This design comes from an exercise in tuning for small area, a short achievable clock period and few clock cycles per item on the open sky130 flow, not from production work. Where RTL was checked, it was by simulation tests only, not by an equivalence proof against the original. No functional check of the RTL was part of runs 2 to 5. Power is estimated from default activity; no workload was simulated.

$ cat design/flow/design.v
`timescale 1ns/10ps
`default_nettype none
module xbus_filter (
    input  logic        clk,
    input  logic        arst_n,
    input  logic [65:0] in_pkt,
    input  logic [7:0]  pad_value,
    output logic        vec_wr_en,
    output logic [15:0] vec_din,
    input  logic        vec_full,
    output logic        cache_full
);
    logic [1:0]  tag;
    logic        is_head;
    logic        is_body;
    logic [15:0] hx;
    logic [15:0] hy;
    assign tag = in_pkt[65:64];
    assign is_head = tag == 2'd1;
    assign is_body = tag == 2'd2;
    assign hx = in_pkt[15:0];
    assign hy = in_pkt[31:16];
    logic       x_lo;
    logic       x_hi;
    logic       y_lo;
    logic       y_hi;
    logic [7:0] ex;
    logic [7:0] ey;
    assign x_lo = hx[15:3] == '0;
    assign x_hi = hx == 16'hffff;
    assign y_lo = hy[15:3] == '0;
    assign y_hi = hy == 16'hffff;
    always_comb begin
        ex[0] = x_hi;
        ey[0] = y_hi;
        for (int i = 1; i < 8; i++) begin
            ex[i] = x_lo && hx[2:0] == 3'(i - 1);
            ey[i] = y_lo && hy[2:0] == 3'(i - 1);
        end
    end
    logic [5:0] h_colmask;
    logic [5:0] h_rowmask;
    always_comb begin
        for (int c = 0; c < 6; c++) begin
            h_colmask[c] = ex[c] | ex[c + 1] | ex[c + 2];
            h_rowmask[c] = ey[c] | ey[c + 1] | ey[c + 2];
        end
    end
    logic [2:0] h_cv;
    logic [2:0] h_rv;
    always_comb begin
        for (int k = 0; k < 3; k++) begin
            h_cv[k] = 1'b0;
            h_rv[k] = 1'b0;
            for (int i = 0; i < 8; i++) begin
                if (i - 1 + k >= 1 && i - 1 + k <= 6) begin
                    h_cv[k] = h_cv[k] | ex[i];
                    h_rv[k] = h_rv[k] | ey[i];
                end
            end
        end
    end
    logic [1:0] h_base;
    assign h_base = {hy[0], 1'b0} + hx[1:0] + 2'd1;
    function automatic logic [3:0] need_of(input int b, input logic [5:0] rm,
                                           input logic [5:0] cm);
        logic [3:0] n;
        n = '0;
        if (b < 9) begin
            for (int l = 0; l < 4; l++) begin
                n[l] = rm[(4 * b + l) / 6] & cm[(4 * b + l) % 6];
            end
        end
        need_of = n;
    endfunction
    logic [9:0]      ib;            
    logic [5:0]      colmask;
    logic [5:0]      rowmask;
    logic [2:0][3:0] nd;
    logic [3:0]      nd_next;       
    logic [1:0][3:0] nd_head;
    always_comb begin
        nd_next = {4{ib[9] | ib[8] | ib[7]}};
        for (int b = 0; b < 6; b++) begin
            nd_next = nd_next | ({4{ib[b]}} & need_of(b + 3, rowmask, colmask));
        end
        for (int j = 0; j < 2; j++) begin
            nd_head[j] = need_of(j, h_rowmask, h_colmask);
        end
    end
    always_ff @(posedge clk or negedge arst_n) begin
        if (!arst_n) begin
            ib <= 10'b10_0000_0000;
            nd <= {4'b1111, 4'b1111, 4'b0000};
        end else if (is_head) begin
            ib <= 10'b00_0000_0001;
            nd <= {need_of(2, h_rowmask, h_colmask), nd_head};
        end else if (is_body) begin
            ib <= {ib[8:0], 1'b0};
            nd <= {nd_next, nd[2:1]};
        end
    end
    always_ff @(posedge clk) begin
        if (is_head) begin
            colmask <= h_colmask;
            rowmask <= h_rowmask;
        end
    end
    logic [3:0] wr;
    assign wr = is_body ? nd[0] : 4'd0;
    logic [3:0]       wp;
    logic [3:0]       rp;
    logic [3:0]       t1;
    logic [3:0]       t2;
    logic [3:0]       pop;
    logic [3:0][15:0] ent0;
    logic [3:0][15:0] ent1;
    for (genvar l = 0; l < 4; l++) begin : g_lane
        logic [15:0] m0;
        logic [15:0] m1;
        always_ff @(posedge clk or negedge arst_n) begin
            if (!arst_n) begin
                wp[l] <= 1'b0;
                rp[l] <= 1'b0;
                t1[l] <= 1'b0;
                t2[l] <= 1'b0;
            end else begin
                if (wr[l]) wp[l] <= !wp[l];
                if (pop[l]) rp[l] <= !rp[l];
                if (wr[l] && !pop[l]) begin
                    t1[l] <= 1'b1;
                    t2[l] <= t1[l];
                end else if (!wr[l] && pop[l]) begin
                    t1[l] <= t2[l];
                    t2[l] <= 1'b0;
                end
            end
        end
        always_ff @(posedge clk) begin
            if (wr[l] && !wp[l]) m0 <= {in_pkt[8 * (4 + l) +: 8], in_pkt[8 * l +: 8]};
            if (wr[l] && wp[l]) m1 <= {in_pkt[8 * (4 + l) +: 8], in_pkt[8 * l +: 8]};
        end
        assign ent0[l] = m0;
        assign ent1[l] = m1;
    end
    logic       act;
    logic [2:0] okh;
    logic [2:0] okw;
    logic [8:0] opad;
    logic [3:0] lane0;
    logic       pend;
    logic [2:0] prv;
    logic [2:0] pcv;
    logic [1:0] pbase;
    logic [2:0] vfh;
    function automatic logic [3:0] rotl1(input logic [3:0] v);
        rotl1 = {v[2:0], v[3]};
    endfunction
    logic       row_end0;
    logic       lv1;
    logic       lpad0;
    logic       lpad1;
    logic [3:0] lane1;
    assign row_end0 = okw[2];
    assign lv1 = !(okh[2] && okw[2]);
    assign lpad0 = opad[0];
    assign lpad1 = opad[1];
    assign lane1 = row_end0 ? lane0 : rotl1(lane0);
    logic       emit;
    logic       emit_n;
    logic       take;
    logic [8:0] new_pad;
    logic [3:0] new_base;
    logic       act_n;
    logic       pad0_n;
    logic [3:0] lane0_n;
    logic [3:0] t1_n;
    logic [3:0] t2_n;
    logic [2:0] vfh_n;
    logic       pad1_n;
    logic       row_end0_n;
    logic [3:0] lane1_n;
    logic [3:0] s1_n;
    logic [3:0] s1;             
    assign take = !act || (emit && okh[2] && okw[2]);
    assign pop = (emit && !lpad0) ? lane0 : 4'd0;
    always_comb begin
        act_n = take ? pend : act;
        pad0_n = take ? new_pad[0] : (emit ? opad[1] : opad[0]);
        lane0_n = take ? new_base : (emit ? lane1 : lane0);
        for (int l = 0; l < 4; l++) begin
            t1_n[l] = (wr[l] && !pop[l]) || (t1[l] && !(pop[l] && !wr[l])) || (t2[l] && pop[l]);
            t2_n[l] = (wr[l] && !pop[l]) ? t1[l] : (t2[l] && !pop[l]);
        end
        vfh_n = {vfh[1:0], vec_full};
        if (take) begin
            emit_n = pend && (new_pad[0] || (new_base & (wr | (pop & t2) | (~pop & t1))) != 4'd0);
        end else if (emit) begin
            emit_n = opad[1] || s1 != 4'd0 || (lane1 & wr) != 4'd0;
        end else begin
            emit_n = act && (opad[0] || (lane0 & (t1 | wr)) != 4'd0);
        end
        emit_n = emit_n && vfh_n != 3'b111;
        pad1_n = take ? new_pad[1] : (emit ? opad[2] : opad[1]);
        row_end0_n = take ? 1'b0 : (emit ? okw[1] : okw[2]);
        lane1_n = row_end0_n ? lane0_n : rotl1(lane0_n);
        s1_n = lane1_n & (row_end0_n && !pad0_n ? t2_n : t1_n);
    end
    always_comb begin
        for (int kh = 0; kh < 3; kh++) begin
            for (int kw = 0; kw < 3; kw++) begin
                new_pad[kh * 3 + kw] = !(prv[kh] && pcv[kw]);
            end
        end
        new_base = 4'b0001 << pbase;
    end
    always_ff @(posedge clk or negedge arst_n) begin
        if (!arst_n) begin
            act <= 1'b0;
            emit <= 1'b0;
            s1 <= 4'd0;
            pend <= 1'b0;
            vfh <= '0;
            vec_wr_en <= 1'b0;
        end else begin
            vfh <= vfh_n;
            emit <= emit_n;
            s1 <= s1_n;
            vec_wr_en <= emit;
            if (take) begin
                act <= pend;
            end
            if (is_head) begin
                pend <= 1'b1;
            end else if (take) begin
                pend <= 1'b0;
            end
        end
    end
    logic [3:0]  sel0;
    logic [3:0]  sel1;
    logic [15:0] vec_next;
    assign sel0 = lpad0 ? 4'd0 : (lane0 & ~rp);
    assign sel1 = lpad0 ? 4'd0 : (lane0 & rp);
    always_comb begin
        vec_next = {16{lpad0}} & {pad_value, pad_value};
        for (int l = 0; l < 4; l++) begin
            vec_next = vec_next | ({16{sel0[l]}} & ent0[l]) | ({16{sel1[l]}} & ent1[l]);
        end
    end
    always_ff @(posedge clk) begin
        if (take) begin
            okh <= 3'b001;
            okw <= 3'b001;
            opad <= new_pad;
            lane0 <= new_base;
        end else if (emit) begin
            okw <= {okw[1:0], okw[2]};
            if (okw[2]) okh <= {okh[1:0], okh[2]};
            opad <= {1'b1, opad[8:1]};
            lane0 <= lane1;
        end
        if (is_head) begin
            prv <= h_rv;
            pcv <= h_cv;
            pbase <= h_base;
        end
        vec_din <= vec_next;
    end
    logic       cf_prev;        
    logic       ce1;
    logic       go1;            
    logic [3:0] q0;             
    logic [3:0] q1;             
    logic [3:0] nu1;            
    logic [3:0] nu2;            
    logic [3:0] nf1;            
    logic [3:0] nf2;            
    logic [3:0] na;
    logic [3:0] nb;
    logic [3:0] nc;
    logic [3:0] w1;             
    logic [3:0] w2;
    logic [3:0] w3;
    logic       h01;
    logic       h0and1;
    logic [3:0] hw1;
    logic [3:0] hw2;
    logic [3:0] ov;
    logic [3:0] hov;
    logic       cf_n;
    logic       pend_hit;
    always_comb begin
        ce1 = vfh[1:0] != 2'b11;
        go1 = emit && lv1 && ce1 && !lpad1;
        for (int l = 0; l < 4; l++) begin
            q0[l] = pop[l];
            q1[l] = go1 && s1[l];
        end
        nu1 = ~(q0 | q1);
        nu2 = ~(q0 & q1);
        nf1 = t2 & nu1;
        nf2 = t1 & (t2 | nu1) & nu2;
        na = nd[0];
        nb = (cf_prev && cache_full) ? 4'd0 : nd[1];
        nc = (cf_prev || cache_full) ? 4'd0 : nd[2];
        w1 = na | nb | nc;
        w2 = (na & nb) | (na & nc) | (nb & nc);
        w3 = na & nb & nc;
        ov = (w1 & nf1) | (w2 & nf2) | w3;
        h01 = hy[15] || hy[2:0] <= 3'd2;
        h0and1 = hy[2:1] == 2'd0 && !cache_full;
        hw1 = {4{h01}};
        hw2 = {h0and1, h0and1, 2'b00};
        hov = (hw1 & nf1) | (hw2 & nf2);
        pend_hit = pend && (ib[9] || (ib[8] && !(cf_prev && cache_full))
                            || (ib[7] && !cf_prev && !cache_full));
        cf_n = (is_head ? hov != 4'd0 : ov != 4'd0) || pend_hit;
    end
    always_ff @(posedge clk or negedge arst_n) begin
        if (!arst_n) begin
            cache_full <= 1'b0;
            cf_prev <= 1'b0;
        end else begin
            cache_full <= cf_n;
            cf_prev <= cache_full;
        end
    end
endmodule
`default_nettype wire
$ cat design/flow/flow/run.sh
#!/bin/bash
# Standard ORFS layout with two changes: the port buffers start as buf_1
# (the resizer still upsizes the ones on critical paths) and CTS uses its own
# clustering and inserts no dummy loads. Each tool's output goes to its own
# log in the work folder.
set -euo pipefail
bash standard.sh \
  'BUFFER_PORTS_ARGS=-buffer_cell sky130_fd_sc_hd__buf_1' \
  'CTS_ARGS=-sink_clustering_enable -repair_clock_nets -dont_use_dummy_load -buf_list sky130_fd_sc_hd__clkbuf_8 -root_buf sky130_fd_sc_hd__clkbuf_16 -sink_clustering_size 16 -sink_clustering_max_diameter 60' \
  MATCH_CELL_FOOTPRINT=0 \
  finish > make_finish.log 2>&1
$ cat design/flow/standard.sh
#!/bin/bash
# synth_recipe.tcl (not shown) runs the flow's synth.tcl, then flattens the netlist and writes it again
# the make line also repeats each setting of config.mk as NAME=value (left out here)
make -C /OpenROAD-flow-scripts/flow DESIGN_CONFIG=/design/flow/config.mk WORK_HOME=/design/flow/orfs CLKGATE_MAP_FILE= SYNTH_SCRIPT=/design/flow/synth_recipe.tcl "${@:-finish}"
$ cat design/flow/config.mk
export PLATFORM = sky130hd
export DESIGN_NAME = xbus_filter
export DESIGN_NICKNAME = xbus_filter
export VERILOG_FILES = /design/flow/design.v
export SDC_FILE = /design/flow/constraint.sdc
export NUM_CORES = 4
export LEC_CHECK = 0
export CAP_MARGIN = 20
export CORE_MARGIN = 2
export CORE_UTILIZATION = 40
export PLACE_DENSITY = 0.7
export SETUP_SLACK_MARGIN = 2.5
export SLEW_MARGIN = 20
$ cat design/flow/constraint.sdc
create_clock -name core_clock -period 4.5 [get_ports {clk}]
set_input_delay 0.9000 -clock core_clock [delete_from_list [all_inputs] [get_ports {clk}]]
set_output_delay 0.9000 -clock core_clock [all_outputs]
set_load 0.01 [all_outputs]
==> summary.md, run 1 <==
| Metric | Value |
|---|---|
| Outcome | `complete, no violations` |
| Post-Synthesis Cells | `766` |
| Max Cap Viol | `0` |
| Mean Syn Cell Area | `12.6 um2` |
| Syn. warnings | `1` |
| Post-layout nets | `956` |
| Syn_nets | `853` |
| Reg clk slew, reported paths | `0.08 ns` |
| Synthesis-to-finish area growth | `13.6%` |
| Clk Latency, worst-skew pair | `0.48 ns` |
| DPL Wire Length | `16,700 um` |
| EDFF count, synth | `155` |
| Largest net degree at the start of global routing | `51` |
| Final Hold Viols | `0` |
| Routed WL per cell | `21.3 um` |
| Share of layout cells above drive strength 1 | `15.1%` |
| Sequential area share after synthesis | `66.6%` |
| RSZ-0062 raised after global routing | `yes` |
| CP max FO | `4` |
| Vias in the first global route | `6,704` |
| Routability Congestion | `0.882` |
| Worst path required time | `4.87 ns` |
| Port bufs | `94` |
| Final wirelength | `25,200 um` |
| Layout fillers | `2,147` |
| Flops & latches, synth | `231` |
| Syn Std Cell Area | `0.00967 mm2` |
| Iter 0 DRT Violations | `906` |
| Static Leakage | `3.82 nW` |
| Setup CP Type | `in2reg` |
| Global route total overflow | `0` |
| Initial Utilization | `41.0%` |
| First-pass GRT wire length | `39,000 um` |
| Worst path max stage delay | `0.29 ns` |
| Pins Over Slew Limit | `0` |
| Placed cell count | `1,144` |
| VDD IR max | `0.000201 V` |
| Synth cell types | `59` |
| Worst Hold Class | `reg2reg` |
| Clk buf depth | `3` |
| Final setup violating endpoints | `0` |
| Endpoint type of the worst setup path | `flip-flop` |
| # H-tree levels | `1` |
| Root Buffer | `clkbuf_16` |
| Worst-margin pin slew | `0.799 ns` |
| # clock sinks | `231` |
| Fin crit share | `44.1%` |
| Crit path buf inv count | `2` |
| Relative slew slack | `46.7%` |
| Via-to-Cell Ratio | `5.77` |
| CTS buffer count | `20` |
| Critical Path Start Type | `input port` |
| Setup TNS | `0 ns` |
| Post-CTS Hold Fix Bufs | `0` |
| P per Cell Area | `474 mW/mm2` |
| Height of the die | `159 um` |
| Total GRT Usage | `19.6%` |
| Crit path DAT | `2.35 ns` |
| Clock Skews | `0.0649 ns` |
| Drt pass-1 iters | `5` |
| Core outline area | `0.0236 mm2` |
| Antenna violations before repair | `0` |
| # rows | `56` |
| Crit path time final | `1.99 ns` |
| Vias | `6,848` |
| Cell family with most CP delay | `simple AND/OR/NAND/NOR gates` |
| Slowest stage cell on the critical path | `nor4_2` |
| Main flop type after synthesis | `edfxtp_1` |
| Die area | `0.0254 mm2` |
| Residual DRC | `0` |
| Fin cells | `1,186` |
| DRT antenna net count | `0` |
| CTS tree | `done` |
| Async S/R FF share, synth | `21.6%` |
| F_max | `503 MHz` |
| Die Width | `159 um` |
| Ports | `95` |
| N_diodes | `0` |
| Worst-path cell chain | `buf_1, nor4_2, nand4_1, buf_4, or2_4, o21ai_4, a221oi_1, a21oi_1` |
-- per-stage QoR --
step | setup WS [ns] | area, um2 | hold slack [ns] | utilization, % | power (mW)
floorplan | 2.37 | 9820 | 0.367 | - | 3.66
global placement | 1.87 | 10400 | 0.374 | 44.2 | 3.98
detailed placement | 1.80 | 10400 | 0.395 | 44.2 | 4.01
CTS | 2.51 | 10900 | 0.409 | 46.0 | 5.14
global route | 2.44 | 11000 | 0.423 | 46.5 | 5.47
finish | 2.51 | 11000 | 0.403 | 46.5 | 5.21
-- cell usage after synthesis, types with 10 or more instances --
library cell	number	area [um2]
xnor2_1	10	87.6
dfxtp_1	26	521
a222oi_1	16	160
nand2_1	84	315
a22o_1	12	105
nand3_1	24	120
nor2_1	47	176
nor4_1	10	62.6
nor2b_1	11	68.8
a21oi_1	25	125
o21ai_0	50	250
a31oi_1	17	106
clkbuf_1	28	105
inv_1	18	67.6
mux2i_1	15	150
a221oi_1	20	175
dfrtp_1	41	1030
nand4_1	14	87.6
ha_1	10	125
edfxtp_1	155	4650
a22oi_1	36	270
-- cell usage in the layout (no fill, tap or decap), types with 9 or more instances in the layout --
master	count
clkbuf_8	17
o21ai_0	46
nor2_1	39
nand3_1	24
buf_1	85
mux2i_1	15
a221oi_1	18
nor2b_1	11
a22o_1	12
nand4_1	14
a222oi_1	16
a21oi_1	24
edfxtp_1	155
a31oi_1	16
inv_1	14
dfstp_2	9
a22oi_1	35
dfrtp_1	39
buf_4	23
nand2_1	79
xnor2_1	10
dfxtp_1	25
-- power by group --
group / switching, mW / total, mW / internal, mW
Combinational: 0.719 / 1.23 / 0.508
Clock: 0.645 / 1.11 / 0.460
Sequential: 0.285 / 2.88 / 2.60
-- cell type report --
type                            instances  area, um2  share of cell area, %
Multi-Input combinational cell        476       3180                   29.0
Timing Repair Buffer                  120        567                   5.16
Sequential cell                       231       6440                   58.6
Inverter                               19       85.1                  0.774
Tap cell                              319        399                   3.63
Timing Repair inverter                  1       5.00                 0.0455
Clock buffer                           20        309                   2.81
-- logic make-up (layout without fill, tap and decap cells) --
logic type | Yosys count | count (layout) | share of synthesized area (%)
compound gates | 198 | 198 | 14.2
xor+xnor | 10 | 10 | 0.906
fa+ha+maj | 14 | 14 | 1.73
buf+inv | 59 | 160 | 2.64
flops | 231 | 231 | 66.6
mux | 16 | 16 | 1.67
simple gates | 238 | 238 | 12.3
-- sequential cells by signal, indices dropped and copies added, names as in the netlist, 2 cells and up --
register,count
pcv,3
prv,3
t2,4
vfh,2
colmask,6
wp,4
t1,4
rp,4
okh,3
s1,4
rowmask,4
g_lane.m0,64
pbase,2
vec_din,16
opad,9
ib,10
nd,12
g_lane.m1,64
lane0,4
okw,3
-- layer usage --
| layer | vias up | routed length, um | global-route usage (%) |
|---|---|---|---|
| met2 | 327 | 11800 | 32.0 |
| met1 | 3351 | 10700 | 27.1 |
| met3 | 41 | 1990 | 3.05 |
| li1 | 3129 | - | - |
| met5 | - | 0 | 0 |
| met4 | 0 | 654 | 6.12 |
-- worst register-to-register path, cell delays in order, from the launching register on --
cell	delay (ns)
edfxtp_1	0.45
and2b_4	0.32
nand4_2	0.14
maj3_2	0.34
a22o_1	0.25
a311oi_2	0.24
a31oi_1	0.06
-- worst paths after layout --
kind,start,to,slack [ns],cells past startpoint
worst max register to register,opad[1]$_DFFE_PP_,cache_full$_DFF_PN0_,2.56,6
worst max-delay path,in_pkt[4],nd[0]$_DFFE_PN0P_,2.51,8
max in group asynchronous,arst_n,emit$_DFF_PN0_,3.47,2
min in group asynchronous,arst_n,rp[3]$_DFFE_PN0P_,0.55,2
worst min-delay path,vfh[0]$_DFF_PN0_,vfh[1]$_DFF_PN0_,0.40,0
worst min register to register,vfh[0]$_DFF_PN0_,vfh[1]$_DFF_PN0_,0.40,0
-- repair_timing --
action	in CTS	in global routing
setup buffers	10	11
endpoints found under the setup margin	125	27
pin swaps	1	4
gates resized for setup	16	22
gates cloned	1	0
Testbench counts, summed over its fixed seeds: cycles 4,179, windows 384.
==> run 2: changes to the inputs <==
--- a/design/flow/design.v
+++ b/design/flow/design.v
@@ -158,13 +158,17 @@
     endfunction
     logic       row_end0;
     logic       lv1;
+    logic       lv2;
     logic       lpad0;
     logic       lpad1;
+    logic       lpad2;
     logic [3:0] lane1;
     assign row_end0 = okw[2];
     assign lv1 = !(okh[2] && okw[2]);
+    assign lv2 = !(okh[2] && (okw[1] || okw[2]));
     assign lpad0 = opad[0];
     assign lpad1 = opad[1];
+    assign lpad2 = opad[2];
     assign lane1 = row_end0 ? lane0 : rotl1(lane0);
     logic       emit;
     logic       emit_n;
@@ -182,6 +186,10 @@
     logic [3:0] lane1_n;
     logic [3:0] s1_n;
     logic [3:0] s1;             
+    logic       row_end1_n;
+    logic [3:0] lane2_n;
+    logic [3:0] s2_n;
+    logic [3:0] s2;             
     assign take = !act || (emit && okh[2] && okw[2]);
     assign pop = (emit && !lpad0) ? lane0 : 4'd0;
     always_comb begin
@@ -205,6 +213,9 @@
         row_end0_n = take ? 1'b0 : (emit ? okw[1] : okw[2]);
         lane1_n = row_end0_n ? lane0_n : rotl1(lane0_n);
         s1_n = lane1_n & (row_end0_n && !pad0_n ? t2_n : t1_n);
+        row_end1_n = take ? 1'b0 : (emit ? okw[0] : okw[1]);
+        lane2_n = (row_end0_n || row_end1_n) ? rotl1(lane0_n) : {lane0_n[1:0], lane0_n[3:2]};
+        s2_n = lane2_n & (row_end1_n && !pad1_n ? t2_n : t1_n);
     end
     always_comb begin
         for (int kh = 0; kh < 3; kh++) begin
@@ -219,6 +230,7 @@
             act <= 1'b0;
             emit <= 1'b0;
             s1 <= 4'd0;
+            s2 <= 4'd0;
             pend <= 1'b0;
             vfh <= '0;
             vec_wr_en <= 1'b0;
@@ -226,6 +238,7 @@
             vfh <= vfh_n;
             emit <= emit_n;
             s1 <= s1_n;
+            s2 <= s2_n;
             vec_wr_en <= emit;
             if (take) begin
                 act <= pend;
@@ -272,6 +285,9 @@
     logic       go1;            
     logic [3:0] q0;             
     logic [3:0] q1;             
+    logic       ce2;
+    logic       go2;            
+    logic [3:0] q2;             
     logic [3:0] nu1;            
     logic [3:0] nu2;            
     logic [3:0] nf1;            
@@ -293,12 +309,15 @@
     always_comb begin
         ce1 = vfh[1:0] != 2'b11;
         go1 = emit && lv1 && ce1 && !lpad1;
+        ce2 = !vfh[0];
+        go2 = emit && lv1 && ce1 && (lpad1 || s1 != 4'd0) && lv2 && ce2 && !lpad2;
         for (int l = 0; l < 4; l++) begin
             q0[l] = pop[l];
             q1[l] = go1 && s1[l];
+            q2[l] = go2 && s2[l];
         end
-        nu1 = ~(q0 | q1);
-        nu2 = ~(q0 & q1);
+        nu1 = ~(q0 | q1 | q2);
+        nu2 = ~((q0 & q1) | (q1 & q2));
         nf1 = t2 & nu1;
         nf2 = t1 & (t2 | nu1) & nu2;
         na = nd[0];
==> design/flow/flow/run.sh (replaced) <==
#!/bin/bash
# Standard ORFS layout with two changes: the port buffers start as buf_1
# (the resizer still upsizes the ones on critical paths) and CTS uses its own
# clustering and inserts no dummy loads. Each tool's output goes to its own
# log in the work folder.
set -euo pipefail
bash standard.sh \
  'BUFFER_PORTS_ARGS=-buffer_cell sky130_fd_sc_hd__buf_1' \
  'CTS_ARGS=-sink_clustering_enable -repair_clock_nets -dont_use_dummy_load -buf_list sky130_fd_sc_hd__clkbuf_8 -sink_clustering_size 16 -sink_clustering_max_diameter 60' \
  MATCH_CELL_FOOTPRINT=0 \
  finish > make_finish.log 2>&1
==> summary.md, run 2 <==
| Metric | Value |
|---|---|
| Outcome | `complete, no violations (unchanged)` |
| VDD IR max | `0.000238 V (was 0.000201 V)` |
| Most frequent cell after synthesis | `edfxtp_1 (unchanged)` |
| Layout fillers | `2,238 (was 2,147)` |
| DPL Wire Length | `18,500 um (was 16,700 um)` |
| N_diodes | `0 (unchanged)` |
| Core outline area | `0.0250 mm2 (was 0.0236 mm2)` |
| Slowest stage cell on the critical path | `or4_4 (was nor4_2)` |
| Ports | `95 (unchanged)` |
| Final Hold Viols | `0 (unchanged)` |
| Synth cell types | `76 (was 59)` |
| Drt pass-1 iters | `5 (unchanged)` |
| Via-to-Cell Ratio | `5.96 (was 5.77)` |
| Fin area | `0.0118 mm2 (was 0.0110 mm2)` |
| Antenna violations before repair | `0 (unchanged)` |
| Largest net degree at the start of global routing | `44 (was 51)` |
| Initial Utilization | `40.4% (was 41.0%)` |
| Share of layout cells above drive strength 1 | `18.7% (was 15.1%)` |
| Root Buffer | `clkbuf_8 (was clkbuf_16)` |
| Worst path max stage delay | `0.54 ns (was 0.29 ns)` |
| Fin cells | `1,251 (was 1,186)` |
| Worst hold margin | `0.382 ns (was 0.403 ns)` |
| DRT antenna net count | `0 (unchanged)` |
| Leading area contributor after synthesis | `edfxtp_1 (unchanged)` |
| CP max FO | `6 (was 4)` |
| Worst path required time | `4.90 ns (was 4.87 ns)` |
| Commonest cells after routing, fill and taps aside | `155 x edfxtp_1, 81 x buf_1, 63 x nand2_1, 43 x dfrtp_1, 41 x a21oi_1 (was 155 x edfxtp_1, 85 x buf_1, 79 x nand2_1, 46 x o21ai_0)` |
| Synth cell count leaders | `155 x edfxtp_1, 70 x nand2_1, 46 x nor2_1, 45 x dfrtp_1, 42 x a21oi_1 (was 155 x edfxtp_1, 84 x nand2_1, 50 x o21ai_0, 47 x nor2_1, 41 x dfrtp_1)` |
| XOR/XNOR Fraction of Synth Area | `0.865% (was 0.906%)` |
| Post-Synthesis Cells | `811 (was 766)` |
| Fin crit share | `47.6% (was 44.1%)` |
| # clock sinks | `235 (was 231)` |
| EDFF count, synth | `155 (unchanged)` |
| Pins Over Slew Limit | `0 (unchanged)` |
| Top cell type's share of synthesized area | `46.0% (was 48.1%)` |
| CTS tree | `done (unchanged)` |
| Adder-cell share of the synthesized area | `1.53% (was 1.73%)` |
| Vias | `7,455 (was 6,848)` |
| Routability Congestion | `0.912 (was 0.882)` |
| Port bufs | `94 (unchanged)` |
| Critical Path Start Type | `flip-flop (was input port)` |
| Commonest non-fill, non-tap cell in the layout | `edfxtp_1 (unchanged)` |
| Syn_nets | `898 (was 853)` |
| Max Cap Viol | `0 (unchanged)` |
| First-pass GRT wire length | `42,300 um (was 39,000 um)` |
| Final wirelength | `27,700 um (was 25,200 um)` |
| CTS buffer count | `21 (was 20)` |
| Total GRT Usage | `20.8% (was 19.6%)` |
| Synth top area cells | `edfxtp_1 46%, dfrtp_1 11%, dfxtp_1 5.1% (was edfxtp_1 48%, dfrtp_1 11%, dfxtp_1 5.4%)` |
| Wl on met1 | `11,700 um (was 10,700 um)` |
| Die Width | `163 um (was 159 um)` |
| Iter 0 DRT Violations | `824 (was 906)` |
| Multi-input logic area | `0.00380 mm2 (was 0.00318 mm2)` |
| Crit path DAT | `2.54 ns (was 2.35 ns)` |
| F_max | `467 MHz (was 503 MHz)` |
| Post-layout nets | `1,010 (was 956)` |
| Sequential area share after synthesis | `64.6% (was 66.6%)` |
| Vias in the first global route | `7,244 (was 6,704)` |
| Met2 WL post-DR | `12,800 um (was 11,800 um)` |
| Crit path time final | `2.14 ns (was 1.99 ns)` |
| Worst-margin pin slew | `0.825 ns (was 0.799 ns)` |
| DP Area | `0.0111 mm2 (was 0.0104 mm2)` |
| Static Leakage | `4.05 nW (was 3.82 nW)` |
| Syn Std Cell Area | `0.0101 mm2 (was 0.00967 mm2)` |
| Post-CTS Hold Fix Bufs | `0 (unchanged)` |
| Setup CP Type | `reg2reg (was in2reg)` |
| Met3 wire length | `2360 um (was 1990 um)` |
| Synthesis-to-finish area growth | `17.0% (was 13.6%)` |
| Multiplexer share of the synthesized area | `3.13% (was 1.67%)` |
| Synth Area in Simple Gates | `11.2% (was 12.3%)` |
| Reg clk slew, reported paths | `0.10 ns (was 0.08 ns)` |
| Setup TNS | `0 ns (unchanged)` |
| P per Cell Area | `479 mW/mm2 (was 474 mW/mm2)` |
| Flops & latches, synth | `235 (was 231)` |
| Height of the die | `163 um (was 159 um)` |
| Clk Latency, worst-skew pair | `0.54 ns (was 0.48 ns)` |
| Clk buf depth | `3 (unchanged)` |
| Largest family of logic cells by synthesized area | `compound AO/OA/AOI/OAI gates (unchanged)` |
| Relative slew slack | `44.4% (was 46.7%)` |
| Endpoint type of the worst setup path | `flip-flop (unchanged)` |
| # rows | `58 (was 56)` |
| Placed cell count | `1,203 (was 1,144)` |
| Clock Skews | `0.0543 ns (was 0.0649 ns)` |
| Worst-path cell chain | `or4_4, o211a_4, a221o_1, a211oi_2, a211oi_1, a32oi_1 (was buf_1, nor4_2, nand4_1, buf_4, or2_4, o21ai_4, a221oi_1, a21oi_1)` |
| Compound-gate portion of the synthesized area | `16.3% (was 14.2%)` |
| Main flop type after synthesis | `edfxtp_1 (unchanged)` |
| # H-tree levels | `1 (unchanged)` |
| Max layer used | `met4 (unchanged)` |
| Dpl ws | `1.78 ns (was 1.80 ns)` |
| Syn. warnings | `1 (unchanged)` |
| Final worst slack | `2.36 ns (was 2.51 ns)` |
| Largest regs | `g_lane.m0 x64, g_lane.m1 x64, vec_din x16 (unchanged)` |
| Mean Syn Cell Area | `12.5 um2 (was 12.6 um2)` |
| Global route total overflow | `0 (unchanged)` |
| Async S/R FF share, synth | `23.0% (was 21.6%)` |
| Final setup violating endpoints | `0 (unchanged)` |
| Die area | `0.0266 mm2 (was 0.0254 mm2)` |
| Worst Hold Class | `in2async (was reg2reg)` |
| Routed WL per cell | `22.1 um (was 21.3 um)` |
| RSZ-0062 raised after global routing | `yes (unchanged)` |
| FF/Latch Area | `0.00654 mm2 (was 0.00644 mm2)` |
| Residual DRC | `0 (unchanged)` |
==> run 2: changes by cell type after synthesis, sizes merged, moves of 4 or more <==
| cell | before | now |
|---|---|---|
| a211oi | 0 | 6 |
| a21oi | 26 | 42 |
| buf | 12 | 3 |
| clkbuf | 28 | 35 |
| dfrtp | 41 | 45 |
| mux2 | 1 | 13 |
| nand2 | 90 | 70 |
| nand2b | 6 | 14 |
| nor3 | 4 | 12 |
| nor4 | 10 | 6 |
==> run 2: logic make-up after synthesis <==
logic type / after synthesis
mux: 30
fa+ha+maj: 13
flops: 235
compound gates: 236
buf+inv: 60
simple gates: 227
xor+xnor: 10
==> run 2: final timing paths <==
path / end / cells past startpoint / start / slack (ns)
max: cache_full$_DFF_PN0_ / 6 / s1[0]$_DFF_PN0_ / 2.36
min: vec_wr_en$_DFF_PN0_ / 1 / arst_n / 0.38
max reg2reg: cache_full$_DFF_PN0_ / 6 / s1[0]$_DFF_PN0_ / 2.36
min reg2reg: okh[0]$_SDFFE_PN1P_ / 1 / okh[0]$_SDFFE_PN1P_ / 0.46
max in group asynchronous: cache_full$_DFF_PN0_ / 2 / arst_n / 3.15
min in group core_clock: okh[0]$_SDFFE_PN1P_ / 1 / okh[0]$_SDFFE_PN1P_ / 0.46
==> run 2: routing by layer <==
| layer | vias to the layer above | global-route usage, % |
|---|---|---|
| met5 | - | 0 |
| met3 | 64 | 3.25 |
| met1 | 3691 | 28.8 |
| li1 | 3335 | - |
| met4 | 0 | 6.44 |
| met2 | 365 | 33.8 |
==> run 2: stage by stage <==
| stage | power [mW] | util (%) |
|---|---|---|
| after floorplan | 3.89 | - |
| after global placement | 4.35 | 44.2 |
| after detailed placement | 4.38 | 44.2 |
| after CTS | 5.57 | 46.4 |
| after global routing | 5.95 | 47.3 |
| final | 5.68 | 47.3 |
==> run 2: what timing repair did <==
item                       4_1_cts  5_1_grt
hold endpoints to repair         0        0
resized for setup               34       43
setup endpoints to repair      158       27
buffers inserted                16       11
pin swaps                        6       11
==> run 2: layout make-up <==
| cell class | count | share of cell area, % |
|---|---|---|
| Sequential cell | 235 | 55.2 |
| Multi-Input combinational cell | 516 | 32.0 |
| Clock buffer | 21 | 2.44 |
| Timing Repair Buffer | 127 | 5.83 |
| Inverter | 22 | 0.972 |
| Tap cell | 330 | 3.49 |
==> run 2: where the power goes <==
group          total [mW]  leakage [nW]  switching, mW  internal (mW)
Combinational        1.63          1.64          0.944          0.688
Sequential           2.96          2.26          0.309           2.65
Clock                1.09         0.151          0.670          0.418
==> run 2: worst max-delay path: cells and delay by family (launching register included) <==
family          cells  cell delay (ns)
compound gates      5             1.05
flops               1             0.41
simple gates        1             0.54
==> run 3: changes to the inputs <==
--- a/design/flow/flow/run.sh
+++ b/design/flow/flow/run.sh
@@ -6,6 +6,6 @@
 set -euo pipefail
 bash standard.sh \
   'BUFFER_PORTS_ARGS=-buffer_cell sky130_fd_sc_hd__buf_1' \
-  'CTS_ARGS=-sink_clustering_enable -repair_clock_nets -dont_use_dummy_load -buf_list sky130_fd_sc_hd__clkbuf_8 -sink_clustering_size 16 -sink_clustering_max_diameter 60' \
+  'CTS_ARGS=-sink_clustering_enable -repair_clock_nets -dont_use_dummy_load -buf_list {sky130_fd_sc_hd__clkbuf_4 sky130_fd_sc_hd__clkbuf_8} -sink_clustering_size 12 -sink_clustering_max_diameter 50' \
   MATCH_CELL_FOOTPRINT=0 \
   finish > make_finish.log 2>&1
--- a/design/flow/config.mk
+++ b/design/flow/config.mk
@@ -8,6 +8,5 @@
 export CAP_MARGIN = 20
 export CORE_MARGIN = 2
 export CORE_UTILIZATION = 40
-export PLACE_DENSITY = 0.7
 export SETUP_SLACK_MARGIN = 2.5
 export SLEW_MARGIN = 20
==> summary.md, run 3 <==
| Metric | Value |
|---|---|
| Outcome | `complete, no violations (unchanged)` |
| N_diodes | `0 (unchanged)` |
| Initial Utilization | `40.4% (unchanged)` |
| Residual DRC | `0 (unchanged)` |
| Syn_nets | `898 (unchanged)` |
| Worst path required time | `4.94 ns (was 4.90 ns)` |
| Endpoint of the worst register-to-register path | `cache_full$_DFF_PN0_ (unchanged)` |
| Synth top area cells | `edfxtp_1 46%, dfrtp_1 11%, dfxtp_1 5.1% (unchanged)` |
| Clock Skews | `0.0547 ns (was 0.0543 ns)` |
| Largest regs | `g_lane.m0 x64, g_lane.m1 x64, vec_din x16 (unchanged)` |
| Core outline area | `0.0250 mm2 (unchanged)` |
| Largest net degree at the start of global routing | `55 (was 44)` |
| Die area | `0.0266 mm2 (unchanged)` |
| P per Cell Area | `489 mW/mm2 (was 479 mW/mm2)` |
| Fin cells | `1,265 (was 1,251)` |
| Global Route met2 Usage | `34.0% (was 33.8%)` |
| Setup TNS | `0 ns (unchanged)` |
| Pint | `3.92 mW (was 3.75 mW)` |
| Comb pwr share | `28.9% (was 28.7%)` |
| Clock share of power | `20.6% (was 19.2%)` |
| Port bufs | `94 (unchanged)` |
| Commonest cells after routing, fill and taps aside | `155 x edfxtp_1, 84 x buf_1, 62 x nand2_1, 43 x dfrtp_1, 38 x o21ai_0 (was 155 x edfxtp_1, 81 x buf_1, 63 x nand2_1, 43 x dfrtp_1, 41 x a21oi_1)` |
| Leading area contributor after synthesis | `edfxtp_1 (unchanged)` |
| Die Width | `163 um (unchanged)` |
| Synthesis-to-finish area growth | `18.7% (was 17.0%)` |
| Fraction of met1 tracks used by global routing | `29.8% (was 28.8%)` |
| R2r worst-path depth | `6 (unchanged)` |
| Worst Setup EP | `cache_full$_DFF_PN0_ (unchanged)` |
| Fin area | `0.0120 mm2 (was 0.0118 mm2)` |
| Ports | `95 (unchanged)` |
| # clock sinks | `235 (unchanged)` |
| Total GRT Usage | `21.1% (was 20.8%)` |
| Static Leakage | `4.11 nW (was 4.05 nW)` |
| Slack of the worst reg-to-reg path | `2.30 ns (was 2.36 ns)` |
| Via-to-Cell Ratio | `5.85 (was 5.96)` |
| Crit path time final | `2.20 ns (was 2.14 ns)` |
| Final Hold Viols | `0 (unchanged)` |
| Setup CP Type | `reg2reg (unchanged)` |
| Reg clk slew, reported paths | `0.06 ns (was 0.10 ns)` |
| Syn. warnings | `1 (unchanged)` |
| CTS buffer count | `27 (was 21)` |
| # rows | `58 (unchanged)` |
| Net switching power | `1.96 mW (was 1.92 mW)` |
| Routed WL per cell | `22.1 um (about the same)` |
| Most Crowded Layer GR | `met2 (unchanged)` |
| Post-layout nets | `1,024 (was 1,010)` |
| Worst Hold Class | `reg2reg (was in2async)` |
| Commonest non-fill, non-tap cell in the layout | `edfxtp_1 (unchanged)` |
| Final setup violating endpoints | `0 (unchanged)` |
| Sequential area share after synthesis | `64.6% (unchanged)` |
| Worst-margin pin slew | `0.767 ns (was 0.825 ns)` |
| Routability Congestion | `0.864 (was 0.912)` |
| Critical Path Start Type | `flip-flop (unchanged)` |
| Async S/R FF share, synth | `23.0% (unchanged)` |
| Syn Std Cell Area | `0.0101 mm2 (unchanged)` |
| Multi-input logic area | `0.00384 mm2 (was 0.00380 mm2)` |
| Met3 usage | `3.63% (was 3.25%)` |
| Antenna violations before repair | `0 (unchanged)` |
| DP Area | `0.0111 mm2 (about the same)` |
| Critical Path Source | `s1[2]$_DFF_PN0_ (was s1[0]$_DFF_PN0_)` |
| Synth cell types | `76 (unchanged)` |
| # H-tree levels | `1 (unchanged)` |
| FF/Latch Area | `0.00655 mm2 (was 0.00654 mm2)` |
| CTS tree | `done (unchanged)` |
| Clk Latency, worst-skew pair | `0.56 ns (was 0.54 ns)` |
| First-pass GRT wire length | `42,800 um (was 42,300 um)` |
| Main flop type after synthesis | `edfxtp_1 (unchanged)` |
| Global route total overflow | `0 (unchanged)` |
| Layout fillers | `2,293 (was 2,238)` |
| Pins Over Slew Limit | `0 (unchanged)` |
| Crit path DAT | `2.64 ns (was 2.54 ns)` |
| Switch share | `33.3% (was 33.9%)` |
| Flops & latches, synth | `235 (unchanged)` |
| Total power | `5.88 mW (was 5.68 mW)` |
| CP max FO | `6 (unchanged)` |
| Endpoint type of the worst setup path | `flip-flop (unchanged)` |
| Clk buf depth | `3 (unchanged)` |
| Vias in the first global route | `7,135 (was 7,244)` |
| Iter 0 DRT Violations | `663 (was 824)` |
| Top cell type's share of synthesized area | `46.0% (unchanged)` |
| Height of the die | `163 um (unchanged)` |
| Mean Syn Cell Area | `12.5 um2 (unchanged)` |
| Share of layout cells above drive strength 1 | `21.3% (was 18.7%)` |
| Root Buffer | `clkbuf_8 (unchanged)` |
| F_max | `455 MHz (was 467 MHz)` |
| Placed cell count | `1,204 (was 1,203)` |
| VDD IR max | `0.000284 V (was 0.000238 V)` |
| DPL Wire Length | `19,000 um (was 18,500 um)` |
| Most frequent cell after synthesis | `edfxtp_1 (unchanged)` |
| Relative slew slack | `48.8% (was 44.4%)` |
| RR Startpoint | `s1[2]$_DFF_PN0_ (was s1[0]$_DFF_PN0_)` |
| Max Cap Viol | `0 (unchanged)` |
| Drt pass-1 iters | `5 (unchanged)` |
| Post-Synthesis Cells | `811 (unchanged)` |
| Final wirelength | `27,900 um (was 27,700 um)` |
| Synth cell count leaders | `155 x edfxtp_1, 70 x nand2_1, 46 x nor2_1, 45 x dfrtp_1, 42 x a21oi_1 (unchanged)` |
| DRT antenna net count | `0 (unchanged)` |
| Fin crit share | `48.8% (was 47.6%)` |
| Vias | `7,405 (was 7,455)` |
| RSZ-0062 raised after global routing | `yes (unchanged)` |
| Post-CTS Hold Fix Bufs | `0 (unchanged)` |
| EDFF count, synth | `155 (unchanged)` |
| Sequential share of power | `50.5% (was 52.1%)` |
==> run 3: cell counts after synthesis <==
Identical to the previous run, type by type.
==> run 3: cells by family (layout without fill, tap and decap cells) <==
family	Yosys count	after routing	synth area share [%]
XOR/XNOR	10	10	0.865
adder cells (fa/ha/maj)	13	13	1.53
flip-flops	235	235	64.6
multiplexers	30	30	3.13
AO/OA/AOI/OAI	236	236	16.3
AND/OR/NAND/NOR	227	227	11.2
buffers and inverters	60	184	2.50
==> run 3: metal layers <==
layer  part of all wire, %  vias up
li1                      -     3379
met1                    44     3712
met2                    47      265
met3                   6.3       49
met4                   2.2        0
met5                     0        -
==> run 3: cell type report <==
class                           count  area share [%]
Inverter                           22           0.978
Sequential cell                   235            54.5
Timing Repair Buffer              135            6.04
Tap cell                          330            3.43
Clock buffer                       27            3.09
Multi-Input combinational cell    516            32.0
==> run 3: worst min path at each step <==
stage / from / end / slack [ns] / depth (start not counted)
2_1_floorplan: emit$_DFF_PN0_ / vec_wr_en$_DFF_PN0_ / 0.37 / 0
3_3_place_gp: vfh[0]$_DFF_PN0_ / vfh[1]$_DFF_PN0_ / 0.42 / 0
3_5_place_dp: vfh[0]$_DFF_PN0_ / vfh[1]$_DFF_PN0_ / 0.43 / 0
4_1_cts: vfh[0]$_DFF_PN0_ / vfh[1]$_DFF_PN0_ / 0.44 / 0
5_1_grt: vfh[0]$_DFF_PN0_ / vfh[1]$_DFF_PN0_ / 0.45 / 0
6_report: vfh[0]$_DFF_PN0_ / vfh[1]$_DFF_PN0_ / 0.43 / 0
==> run 3: repair_timing <==
action                                  in CTS  in global routing
setup buffers                               14                 20
endpoints found under the setup margin     172                 32
pin swaps                                    7                 14
gates resized for setup                     28                 65
==> run 3: critical path, cell delays in order, from the launching register on <==
cell and delay, ns:
dfrtp_1 0.38, or4_4 0.55, o211a_4 0.28, a221o_1 0.34, a211oi_2 0.25, a211oi_1 0.08, a32oi_1 0.22
==> run 3: per-stage QoR <==
stage	util, %	hold WS (ns)	setup slack, ns
floorplan	-	0.374	2.41
global placement	44.2	0.420	1.74
detailed placement	44.2	0.428	1.69
CTS	46.5	0.440	2.28
global route	48.0	0.450	2.27
finish	48.0	0.433	2.30
==> run 3: power groups by stage <==
stage | Combinational (mW) | Clock, mW | Sequential [mW]
after floorplan | 0.990 | 0 | 2.91
after detailed placement | 1.36 | 0 | 3.04
final | 1.70 | 1.21 | 2.97
after global placement | 1.35 | 0 | 3.03
after CTS | 1.50 | 1.25 | 2.95
after global routing | 1.86 | 1.32 | 3.01
==> run 4: changes to the inputs <==
--- a/design/flow/design.v
+++ b/design/flow/design.v
@@ -202,11 +202,11 @@
         end
         vfh_n = {vfh[1:0], vec_full};
         if (take) begin
-            emit_n = pend && (new_pad[0] || (new_base & (wr | (pop & t2) | (~pop & t1))) != 4'd0);
+            emit_n = pend && (new_pad[0] || (new_base & t1_n) != 4'd0);
         end else if (emit) begin
-            emit_n = opad[1] || s1 != 4'd0 || (lane1 & wr) != 4'd0;
+            emit_n = act && (opad[1] || (lane1 & t1_n) != 4'd0);
         end else begin
-            emit_n = act && (opad[0] || (lane0 & (t1 | wr)) != 4'd0);
+            emit_n = act && (opad[0] || (lane0 & t1_n) != 4'd0);
         end
         emit_n = emit_n && vfh_n != 3'b111;
         pad1_n = take ? new_pad[1] : (emit ? opad[2] : opad[1]);
==> summary.md, run 4 <==
| Metric | Value |
|---|---|
| CP max FO | `5 (was 6)` |
| Final Hold Viols | `0 (unchanged)` |
| Leading area contributor after synthesis | `edfxtp_1 (unchanged)` |
| Vias | `6,978 (was 7,405)` |
| Max Cap Viol | `0 (unchanged)` |
| Worst path required time | `4.92 ns (was 4.94 ns)` |
| Critical Path Start Type | `flip-flop (unchanged)` |
| First-pass GRT wire length | `41,200 um (was 42,800 um)` |
| Endpoint type of the worst setup path | `flip-flop (unchanged)` |
| Clk buf depth | `3 (unchanged)` |
| Die Width | `161 um (was 163 um)` |
| Initial Utilization | `40.7% (was 40.4%)` |
| Synthesis-to-finish area growth | `17.2% (was 18.7%)` |
| Root Buffer | `clkbuf_8 (unchanged)` |
| Core outline area | `0.0242 mm2 (was 0.0250 mm2)` |
| Final worst slack | `2.17 ns (was 2.30 ns)` |
| Most frequent cell after synthesis | `edfxtp_1 (unchanged)` |
| Flops & latches, synth | `235 (unchanged)` |
| RR Startpoint | `opad[0]$_DFFE_PP_ (was s1[2]$_DFF_PN0_)` |
| Routed WL per cell | `22.1 um (about the same)` |
| Post-layout nets | `986 (was 1,024)` |
| Worst-path cell chain | `nor2b_4, nand2_4, clkinv_2, ha_1, inv_1, a221o_1, a221oi_2, a21oi_1, o21a_1, o2111a_1 (was or4_4, o211a_4, a221o_1, a211oi_2, a211oi_1, a32oi_1)` |
| Final wirelength | `26,900 um (was 27,900 um)` |
| N_diodes | `0 (unchanged)` |
| Mean Syn Cell Area | `12.7 um2 (was 12.5 um2)` |
| Async S/R FF share, synth | `23.0% (unchanged)` |
| Total GRT Usage | `20.8% (was 21.1%)` |
| Syn_nets | `865 (was 898)` |
| Worst Hold Class | `reg2reg (unchanged)` |
| Sequential area share after synthesis | `66.2% (was 64.6%)` |
| Port bufs | `94 (unchanged)` |
| Compound-gate portion of the synthesized area | `15.1% (was 16.3%)` |
| Worst hold path cell count | `2 (was 0)` |
| Commonest cells after routing, fill and taps aside | `155 x edfxtp_1, 86 x buf_1, 71 x nand2_1, 43 x dfrtp_1, 36 x nor2_1 (was 155 x edfxtp_1, 84 x buf_1, 62 x nand2_1, 43 x dfrtp_1, 38 x o21ai_0)` |
| Crit path DAT | `2.75 ns (was 2.64 ns)` |
| Largest net degree at the start of global routing | `55 (unchanged)` |
| Setup TNS | `0 ns (unchanged)` |
| Ports | `95 (unchanged)` |
| Top cell type's share of synthesized area | `47.2% (was 46.0%)` |
| EDFF count, synth | `155 (unchanged)` |
| R2r worst-path depth | `10 (was 6)` |
| # rows | `57 (was 58)` |
| Post-Synthesis Cells | `778 (was 811)` |
| Slowest stage cell on the critical path | `edfxtp_1 (was or4_4)` |
| Synth cell count leaders | `155 x edfxtp_1, 76 x nand2_1, 45 x dfrtp_1, 42 x nor2_1, 42 x o21ai_0 (was 155 x edfxtp_1, 70 x nand2_1, 46 x nor2_1, 45 x dfrtp_1, 42 x a21oi_1)` |
| Syn. warnings | `1 (unchanged)` |
| VDD IR max | `0.000228 V (was 0.000284 V)` |
| Iter 0 DRT Violations | `513 (was 663)` |
| Reg clk slew, reported paths | `0.06 ns (about the same)` |
| Crit path time final | `2.33 ns (was 2.20 ns)` |
| Global route total overflow | `0 (unchanged)` |
| XOR/XNOR Fraction of Synth Area | `0.887% (was 0.865%)` |
| Adder-cell share of the synthesized area | `1.37% (was 1.53%)` |
| CTS buffer count | `29 (was 27)` |
| P per Cell Area | `487 mW/mm2 (was 489 mW/mm2)` |
| Fin crit share | `51.9% (was 48.8%)` |
| Hold_sp | `okh[1]$_SDFFE_PN0P_ (was vfh[0]$_DFF_PN0_)` |
| Worst-margin pin slew | `0.735 ns (was 0.767 ns)` |
| Relative slew slack | `51.0% (was 48.8%)` |
| Synth top area cells | `edfxtp_1 47%, dfrtp_1 11%, dfxtp_1 5.3% (was edfxtp_1 46%, dfrtp_1 11%, dfxtp_1 5.1%)` |
| # H-tree levels | `1 (unchanged)` |
| Synth cell types | `62 (was 76)` |
| Pins Over Slew Limit | `0 (unchanged)` |
| Synth Area in Simple Gates | `12.0% (was 11.2%)` |
| Die area | `0.0259 mm2 (was 0.0266 mm2)` |
| Dpl ws | `1.49 ns (was 1.69 ns)` |
| Setup CP Type | `reg2reg (unchanged)` |
| Final setup violating endpoints | `0 (unchanged)` |
| RSZ-0062 raised after global routing | `yes (unchanged)` |
| Post-CTS Hold Fix Bufs | `0 (unchanged)` |
| Largest regs | `g_lane.m0 x64, g_lane.m1 x64, vec_din x16 (unchanged)` |
| Antenna violations before repair | `0 (unchanged)` |
| Residual DRC | `0 (unchanged)` |
| Largest family of logic cells by synthesized area | `compound AO/OA/AOI/OAI gates (unchanged)` |
| DPL Wire Length | `18,100 um (was 19,000 um)` |
| Vias in the first global route | `6,899 (was 7,135)` |
| Drt pass-1 iters | `5 (unchanged)` |
| DRT antenna net count | `0 (unchanged)` |
| Main flop type after synthesis | `edfxtp_1 (unchanged)` |
| Clock Skews | `0.0432 ns (was 0.0547 ns)` |
| Syn Std Cell Area | `0.00987 mm2 (was 0.0101 mm2)` |
| CTS tree | `done (unchanged)` |
| Commonest non-fill, non-tap cell in the layout | `edfxtp_1 (unchanged)` |
| Share of layout cells above drive strength 1 | `17.2% (was 21.3%)` |
| Critical Path Source | `opad[0]$_DFFE_PP_ (was s1[2]$_DFF_PN0_)` |
| Worst path max stage delay | `0.47 ns (was 0.55 ns)` |
| Outcome | `complete, no violations (unchanged)` |
| F_max | `428 MHz (was 455 MHz)` |
| Multiplexer share of the synthesized area | `2.09% (was 3.13%)` |
| Static Leakage | `4.04 nW (was 4.11 nW)` |
| Height of the die | `161 um (was 163 um)` |
| # clock sinks | `235 (unchanged)` |
| Clk Latency, worst-skew pair | `0.57 ns (was 0.56 ns)` |
| Via-to-Cell Ratio | `5.71 (was 5.85)` |
| Routability Congestion | `0.849 (was 0.864)` |
## run 4: layer usage
layer  GRT usage, %  routed length (um)
met1           29.7               12200
met2           33.2               12400
met5              0                   0
met3           3.80                1800
met4           5.11                 524
## run 4: kinds of logic after synthesis
kind of cell	after synthesis
compound gates	209
xor+xnor	10
fa+ha+maj	11
buf+inv	60
flops	235
mux	19
simple gates	234
## run 4: final cells by class
cell class              instances  area (um2)
fillers                      2228       12700
flip-flops and latches        235        6540
multi-input cells             483        3450
repair buffers                125         664
well taps                     324         405
clock buffers                  29         399
inverters                      25         108
## run 4: path summary, 6_finish.rpt
path	to	slack [ns]
min in group asynchronous	vfh[1]$_DFF_PN0_	0.47
setup / recovery	emit$_DFF_PN0_	2.17
hold / removal	okh[1]$_SDFFE_PN0P_	0.46
setup reg to reg	emit$_DFF_PN0_	2.17
max in group asynchronous	emit$_DFF_PN0_	3.48
hold reg to reg	okh[1]$_SDFFE_PN0P_	0.46
## run 4: per-stage QoR
step	cell area (um2)	util [%]	total power, mW	instances	hold WS (ns)
finish	11600	47.7	5.64	1221	0.457
global route	11600	47.7	5.94	1221	0.490
CTS	11400	47.2	5.61	1217	0.458
detailed placement	10800	44.5	4.25	1172	0.449
global placement	10800	44.5	4.23	1172	0.443
floorplan	10100	-	3.78	778	0.427
## run 4: where the power goes
| part | leakage (nW) | switching (mW) | internal (mW) | total, mW |
|---|---|---|---|---|
| Combinational | 1.58 | 0.830 | 0.610 | 1.44 |
| Clock | 0.209 | 0.705 | 0.567 | 1.27 |
| Sequential | 2.25 | 0.281 | 2.65 | 2.93 |
| Total | 4.04 | 1.82 | 3.82 | 5.64 |
## run 4: timing repair
item,4_1_cts,5_1_grt
setup buffers,16,4
pin swaps,12,6
gates resized for setup,34,22
setup endpoints to repair,104,32
## run 4: worst max-delay path: cells and delay by family, from the launching register on
family	cells	cell delay [ns]
buf+inv	2	0.13
compound gates	5	1.13
simple gates	2	0.34
fa+ha+maj	1	0.14
flops	1	0.47
==> run 5: changes to the inputs <==
==> design/flow/flow/run.sh (replaced) <==
#!/bin/bash
# Standard ORFS layout with two changes: the port buffers start as buf_1
# (the resizer still upsizes the ones on critical paths) and CTS uses its own
# clustering and inserts no dummy loads. Each tool's output goes to its own
# log in the work folder.
set -euo pipefail
bash standard.sh \
  'BUFFER_PORTS_ARGS=-buffer_cell sky130_fd_sc_hd__buf_1' \
  'CTS_ARGS=-sink_clustering_enable -repair_clock_nets -dont_use_dummy_load -buf_list sky130_fd_sc_hd__clkbuf_8 -sink_clustering_size 16 -sink_clustering_max_diameter 60' \
  MATCH_CELL_FOOTPRINT=0 \
  finish > make_finish.log 2>&1
==> summary.md, run 5 <==
| Metric | Value |
|---|---|
| Post-Synthesis Cells | `778 (unchanged)` |
| Post-CTS Hold Fix Bufs | `0 (unchanged)` |
| CTS buffer count | `22 (was 29)` |
| Total GRT Usage | `20.7% (was 20.8%)` |
| Synthesis-to-finish area growth | `16.4% (was 17.2%)` |
| Sequential share of power | `53.3% (was 51.9%)` |
| Worst-path cell chain | `clkbuf_2, inv_8, ha_4, nand2_4, inv_1, ha_1, a221o_1, a221oi_2, a21oi_1, o21a_1, o2111a_1 (was nor2b_4, nand2_4, clkinv_2, ha_1, inv_1, a221o_1, a221oi_2, a21oi_1, o21a_1, o2111a_1)` |
| Syn_nets | `865 (unchanged)` |
| Commonest cells after routing, fill and taps aside | `155 x edfxtp_1, 87 x buf_1, 71 x nand2_1, 43 x dfrtp_1, 35 x nor2_1 (was 155 x edfxtp_1, 86 x buf_1, 71 x nand2_1, 43 x dfrtp_1, 36 x nor2_1)` |
| Static Leakage | `3.99 nW (was 4.04 nW)` |
| Compound-gate portion of the synthesized area | `15.1% (unchanged)` |
| Fin area | `0.0115 mm2 (was 0.0116 mm2)` |
| CP max FO | `8 (was 5)` |
| Final Hold Viols | `0 (unchanged)` |
| # rows | `57 (unchanged)` |
| Flops & latches, synth | `235 (unchanged)` |
| Mean Syn Cell Area | `12.7 um2 (unchanged)` |
| Root Buffer | `clkbuf_8 (unchanged)` |
| Final worst slack | `2.17 ns (about the same)` |
| Vias in the first global route | `6,828 (was 6,899)` |
| P per Cell Area | `478 mW/mm2 (was 487 mW/mm2)` |
| Async S/R FF share, synth | `23.0% (unchanged)` |
| Worst path max stage delay | `0.34 ns (was 0.47 ns)` |
| Top cell type's share of synthesized area | `47.2% (unchanged)` |
| Antenna violations before repair | `0 (unchanged)` |
| Crit path buf inv count | `3 (was 2)` |
| Critical Path Start Type | `input port (was flip-flop)` |
| Share of layout cells above drive strength 1 | `16.7% (was 17.2%)` |
| Commonest non-fill, non-tap cell in the layout | `edfxtp_1 (unchanged)` |
| Pint | `3.69 mW (was 3.82 mW)` |
| Slowest stage cell on the critical path | `a221o_1 (was edfxtp_1)` |
| Setup CP Type | `in2reg (was reg2reg)` |
| Initial Utilization | `40.7% (unchanged)` |
| Cell family with most CP delay | `compound AO/OA/AOI/OAI gates (unchanged)` |
| Crit path DAT | `2.73 ns (was 2.75 ns)` |
| Max Cap Viol | `0 (unchanged)` |
| Post-layout nets | `979 (was 986)` |
| Worst Hold Class | `reg2reg (unchanged)` |
| Dpl ws | `1.49 ns (unchanged)` |
| Final wirelength | `27,000 um (was 26,900 um)` |
| Net switching power | `1.80 mW (was 1.82 mW)` |
| Clock Skews | `0.0464 ns (was 0.0432 ns)` |
| Sequential area share after synthesis | `66.2% (unchanged)` |
| Syn. warnings | `1 (unchanged)` |
| Global route total overflow | `0 (unchanged)` |
| Clock share of power | `20.3% (was 22.6%)` |
| Iter 0 DRT Violations | `603 (was 513)` |
| Critical Path Source | `in_pkt[64] (was opad[0]$_DFFE_PP_)` |
| Most frequent cell after synthesis | `edfxtp_1 (unchanged)` |
| Largest family of logic cells by synthesized area | `compound AO/OA/AOI/OAI gates (unchanged)` |
| DPL Wire Length | `18,100 um (unchanged)` |
| Fin crit share | `51.7% (was 51.9%)` |
| Clk buf depth | `3 (unchanged)` |
| Clk Latency, worst-skew pair | `0.56 ns (was 0.57 ns)` |
| Hold_sp | `okh[1]$_SDFFE_PN0P_ (unchanged)` |
| Relative slew slack | `51.1% (was 51.0%)` |
| EDFF count, synth | `155 (unchanged)` |
| First-pass GRT wire length | `41,000 um (was 41,200 um)` |
| Core outline area | `0.0242 mm2 (unchanged)` |
| Largest net degree at the start of global routing | `55 (unchanged)` |
| RR Startpoint | `opad[0]$_DFFE_PP_ (unchanged)` |
| Reg clk slew, reported paths | `0.07 ns (was 0.06 ns)` |
| Largest regs | `g_lane.m0 x64, g_lane.m1 x64, vec_din x16 (unchanged)` |
| RSZ-0062 raised after global routing | `yes (unchanged)` |
| Final setup violating endpoints | `0 (unchanged)` |
| Adder-cell share of the synthesized area | `1.37% (unchanged)` |
| Die area | `0.0259 mm2 (unchanged)` |
| Worst path required time | `4.90 ns (was 4.92 ns)` |
| DP Area | `0.0108 mm2 (unchanged)` |
| XOR/XNOR Fraction of Synth Area | `0.887% (unchanged)` |
| Vias | `6,931 (was 6,978)` |
| Setup TNS | `0 ns (unchanged)` |
| Leading area contributor after synthesis | `edfxtp_1 (unchanged)` |
| Syn Std Cell Area | `0.00987 mm2 (unchanged)` |
| Residual DRC | `0 (unchanged)` |
| Synth Area in Simple Gates | `12.0% (unchanged)` |
| Routed WL per cell | `22.2 um (was 22.1 um)` |
| Pins Over Slew Limit | `0 (unchanged)` |
| Synth cell count leaders | `155 x edfxtp_1, 76 x nand2_1, 45 x dfrtp_1, 42 x nor2_1, 42 x o21ai_0 (unchanged)` |
| Outcome | `complete, no violations (unchanged)` |
| Routability Congestion | `0.849 (unchanged)` |
| Switch share | `32.7% (was 32.2%)` |
| Synth top area cells | `edfxtp_1 47%, dfrtp_1 11%, dfxtp_1 5.3% (unchanged)` |
| Main flop type after synthesis | `edfxtp_1 (unchanged)` |
| Via-to-Cell Ratio | `5.71 (about the same)` |
| VDD IR max | `0.000224 V (was 0.000228 V)` |
| Ports | `95 (unchanged)` |
| Crit path time final | `2.33 ns (about the same)` |
| Multiplexer share of the synthesized area | `2.09% (unchanged)` |
| DRT antenna net count | `0 (unchanged)` |
| Comb pwr share | `26.4% (was 25.5%)` |
| F_max | `430 MHz (was 428 MHz)` |
| # H-tree levels | `1 (unchanged)` |
| CTS tree | `done (unchanged)` |
| Worst-margin pin slew | `0.734 ns (was 0.735 ns)` |
| Drt pass-1 iters | `6 (was 5)` |
| Height of the die | `161 um (unchanged)` |
| Port bufs | `94 (unchanged)` |
| Die Width | `161 um (unchanged)` |
| Total power | `5.49 mW (was 5.64 mW)` |
| Endpoint type of the worst setup path | `flip-flop (unchanged)` |
| N_diodes | `0 (unchanged)` |
| # clock sinks | `235 (unchanged)` |
| Synth cell types | `62 (unchanged)` |
run 5: routing by layer:
layer	GRT usage, %	share of wire [%]	wire length [um]
met4	4.18	1.6	439
met3	4.39	8.6	2320
met5	0	0	0
met2	33.1	46	12500
met1	29.4	43	11700
run 5: final timing paths:
| kind | to | slack (ns) | depth (start not counted) |
|---|---|---|---|
| max | emit$_DFF_PN0_ | 2.17 | 11 |
| min | okh[1]$_SDFFE_PN0P_ | 0.46 | 2 |
| max reg2reg | emit$_DFF_PN0_ | 2.18 | 10 |
| min reg2reg | okh[1]$_SDFFE_PN0P_ | 0.46 | 2 |
| max in group asynchronous | emit$_DFF_PN0_ | 3.47 | 2 |
| min in group asynchronous | vfh[0]$_DFF_PN0_ | 0.51 | 2 |
run 5: worst register-to-register path: cells and delay by family, from the launching register on:
kind,cells,cell delay [ns]
AO/OA/AOI/OAI,5,1.12
adder cells (fa/ha/maj),1,0.14
buffers and inverters,2,0.14
flip-flops,1,0.47
AND/OR/NAND/NOR,2,0.34
run 5: metrics by stage:
stage / util, % / hold WS, ns / instances
after floorplan: - / 0.427 / 778
after global placement: 44.5 / 0.443 / 1172
after detailed placement: 44.5 / 0.449 / 1172
after CTS: 46.9 / 0.458 / 1210
after global routing: 47.4 / 0.495 / 1214
final: 47.4 / 0.456 / 1214
run 5: what timing repair did:
action	CTS	global route
pin swaps	10	5
resized for setup	37	21
setup buffers	16	4
endpoints found under the setup margin	105	26
run 5: power groups by stage:
stage	Combinational (mW)	Clock, mW	Sequential (mW)
detailed placement	1.25	0	3.00
global route	1.59	1.22	2.97
CTS	1.40	1.14	2.92
floorplan	0.895	0	2.89
global placement	1.24	0	2.99
finish	1.45	1.12	2.92
run 5: cells by family (layout without fill, tap and decap cells):
group,Yosys count,after routing
compound gates,209,209
flops,235,235
xor+xnor,10,10
fa+ha+maj,11,11
simple gates,234,234
mux,19,19
buf+inv,60,172
run 5: final cells by class:
type,count,area (um2)
Clock buffer,22,303
Sequential cell,235,6540
Multi-Input combinational cell,483,3460
Tap cell,324,405
Fill cell,2235,12800
Timing Repair Buffer,125,663
Inverter,25,108

-- port drivers added, routing unchanged --
No port has a modelled driver above. Below, the same layouts with a new extraction and two added sets of constraints.
Step 1: set_driving_cell puts a clkbuf_16 on clk and a buf_2 on each other input, an assumption about the parent block.
Step 2 adds t to the input delays and takes it off the output delays; t is the mean of the earliest and latest rising clock arrival at the registers after step 1. Input paths then give back, and output paths get back, about the clock's delay inside the block.
a / b / c = ideal ports / drivers / drivers and shift; a / b = the first two.
run | t (ns) | slack for setup (ns) | hold slack, ns | slew at the worst register clock pin (ns) | worst slew at a driven data input, ns
run 1 | 0.494 | 2.514 / 2.539 / 2.047 | 0.403 / 0.403 / 0.403 | 0.10 / 0.10 | 0.05
run 2 | 0.559 | 2.358 / 2.358 / 1.995 | 0.382 / 0.371 / 0.464 | 0.10 / 0.10 | 0.06
run 3 | 0.578 | 2.303 / 2.303 / 1.922 | 0.433 / 0.433 / 0.433 | 0.08 / 0.08 | 0.04
run 4 | 0.588 | 2.166 / 2.166 / 1.610 | 0.457 / 0.455 / 0.457 | 0.08 / 0.08 | 0.07
run 5 | 0.572 | 2.172 / 2.175 / 1.618 | 0.456 / 0.456 / 0.456 | 0.10 / 0.10 | 0.06
After both steps every run listed still meets setup and hold. The setup slack of run 4, which loses most, moves by 0.000 ns with the drivers and by -0.556 ns with both steps.
